Background: an optimization exercise with open tools, aiming at small area, a short achievable clock period and few clock cycles. Do not read the settings as production practice.
Function was checked by simulation only, so behaviour that the tests miss may differ from the original.
Power and IR drop assume default switching activity.

==> flow/design.v (excerpt) <==
module morse_dibit_decoder (
  input  wire logic                          clk_i,
  input  wire logic                          rst_ni,
  input  wire logic                          push,
  output logic                               full,
  input  wire logic                          mode_i,
  input  wire logic [mdd_pkg::IDX_IN_W-1:0]  entry_index_i,
  input  wire logic [mdd_pkg::CODE_W-1:0]    entry_code_i,
  input  wire logic [mdd_pkg::CHAR_W-1:0]    entry_char_i,
  input  wire logic                          entry_valid_i,
  input  wire logic [mdd_pkg::BYTE_W-1:0]    data_byte_i,
  output logic                               empty,
  input  wire logic                          pop,
  output logic      [mdd_pkg::CHAR_W-1:0]    out_char_o,
  output logic                               is_space_o,
  output logic                               last_o
);
  logic [mdd_pkg::CMD_W-1:0] cmd;
  logic                      cmd_valid;
  logic                      cmd_pop;
  logic [mdd_pkg::RES_W-1:0] res;
  logic                      res_push;
  logic                      res_busy;
  logic [mdd_pkg::RES_W-1:0] res_out;
  ...
Settings: LEC_CHECK=0, ABC_CLOCK_PERIOD_IN_PS=2500, CAP_MARGIN=20, CORE_MARGIN=2, CORE_UTILIZATION=65, CTS_CLUSTER_DIAMETER=60, CTS_CLUSTER_SIZE=30, SETUP_SLACK_MARGIN=3.6, SLEW_MARGIN=20; clock period 6.0 ns.
run.sh (not shown) runs the stock make flow with config.mk's settings and CLKGATE_MAP_FILE= SYNTH_SCRIPT=/design/flow/synth_recipe.tcl, a recipe that flattens the netlist after the stock synthesis.
Testbench counts at the start, summed over its fixed seeds: cycles 6,290.
Change:
--- a/flow/design.v
+++ b/flow/design.v
@@ -270,22 +270,20 @@
       end
     end
   end
   logic ge8, ge7, ge6, ge5, nonempty;
   logic [4:0] th_q;
   assign {ge8, ge7, ge6, ge5, nonempty} = th_q;
   logic a_fl, a_has_tok;
   assign a_fl = !ovf_q && ((x_c[0] && nonempty) || (x_c[1] && !ge8) ||
                             (x_c[2] && !ge7) || (x_c[3] && !ge6));
   assign a_has_tok = x_st || a_fl;
-  logic a_may_tok;
-  assign a_may_tok = x_st || (|x_c);
   logic [3:0]    s_ge;
   logic [KW-1:0] a_shift;
   assign s_ge = {x_nl[3] && !ge5, x_nl[2] && !ge6, x_nl[1] && !ge7, x_nl[0] && !ge8};
   always_comb begin
     if (s_ge[3])      a_shift = {let_q[KW-5:0], x_lb[3:0]};
     else if (s_ge[2]) a_shift = {let_q[KW-4:0], x_lb[3:1]};
     else if (s_ge[1]) a_shift = {let_q[KW-3:0], x_lb[3:2]};
     else if (s_ge[0]) a_shift = {let_q[KW-2:0], x_lb[3]};
     else              a_shift = let_q;
   end
@@ -315,22 +313,22 @@
                    (!dup_q || (!tk_v_q && !s1_v_q && !scan_q));
   logic d0_avail;
   assign d0_avail = (dr_tok_q == 4'd0) || (b_issue && b_eob);
   assign dr_free  = !d1_v_q || d0_avail;
   logic a_take_byte, a_write, a_fill, a_chk;
   logic [3:0] a_tok;
   assign a_tok = sp | (e1 & {4{a_fl}}) | inner;
   assign a_write     = cmd_valid_i && c_load && (dr_tok_q == 4'd0) && !d1_v_q && !tk_look &&
                        !s1_look && !scan_q && (!tk_v_q || !stall) && (c_slot == rot_q);
   assign a_chk       = a_write && c_valid;
-  assign a_take_byte = cmd_valid_i && !c_load && (!a_may_tok || dr_free);
-  assign a_fill      = a_take_byte && a_may_tok;
+  assign a_take_byte = cmd_valid_i && !c_load && (!a_has_tok || dr_free);
+  assign a_fill      = a_take_byte && a_has_tok;
   assign cmd_pop_o   = a_write || a_take_byte;
   always_ff @(posedge clk_i or negedge rst_ni) begin
     if (!rst_ni) begin
       let_q    <= KW'(1);
       ovf_q    <= 1'b0;
       dr_tok_q <= '0;
       d1_v_q   <= 1'b0;
       tk_v_q   <= 1'b0;
       s1_v_q   <= 1'b0;
       rot_q    <= 6'd62;
Result: The changed run went through all stages and came out clean; die area is about the same; clock skew climbs by 0.0047 ns; total power climbs by 0.88%; final area hardly moves; clock power climbs by about 3%; sequential power hardly moves; combinational power barely changes; cell count climbs by about 1.4%; worst setup slack got worse by 0.014 ns; routed wire length climbs by 1.3%; synthesized area stays flat; utilization climbs by 0.20 points.
Testbench counts after the change, summed over its fixed seeds: cycles 6,290.

==> port drivers added, routing unchanged <==
Ports are ideal in the flow. The routed layouts listed here were re-timed in OpenROAD.
Step 1 assumes that a clkbuf_16 drives the clock port and a buf_2 every other input.
Step 2 times the ports against the registers' clock, not the clock port: input delays grow and output delays shrink by t, the midpoint of the rising clock arrivals with the driver on.
Slacks: ideal ports / drivers / drivers and shift; pairs: ideal ports / drivers.
| run | t, ns | setup WS [ns] | worst setup path at the end |
|---|---|---|---|
| the first run | 0.693 | 3.468 / 3.455 / 2.777 | input to register |
| the second run | 0.701 | 3.454 / 3.454 / 2.856 | input to register |
After both steps every run listed still meets setup and hold. For the first run, which loses most, drivers alone change the setup slack by -0.013 ns; drivers and shift together by -0.691 ns.
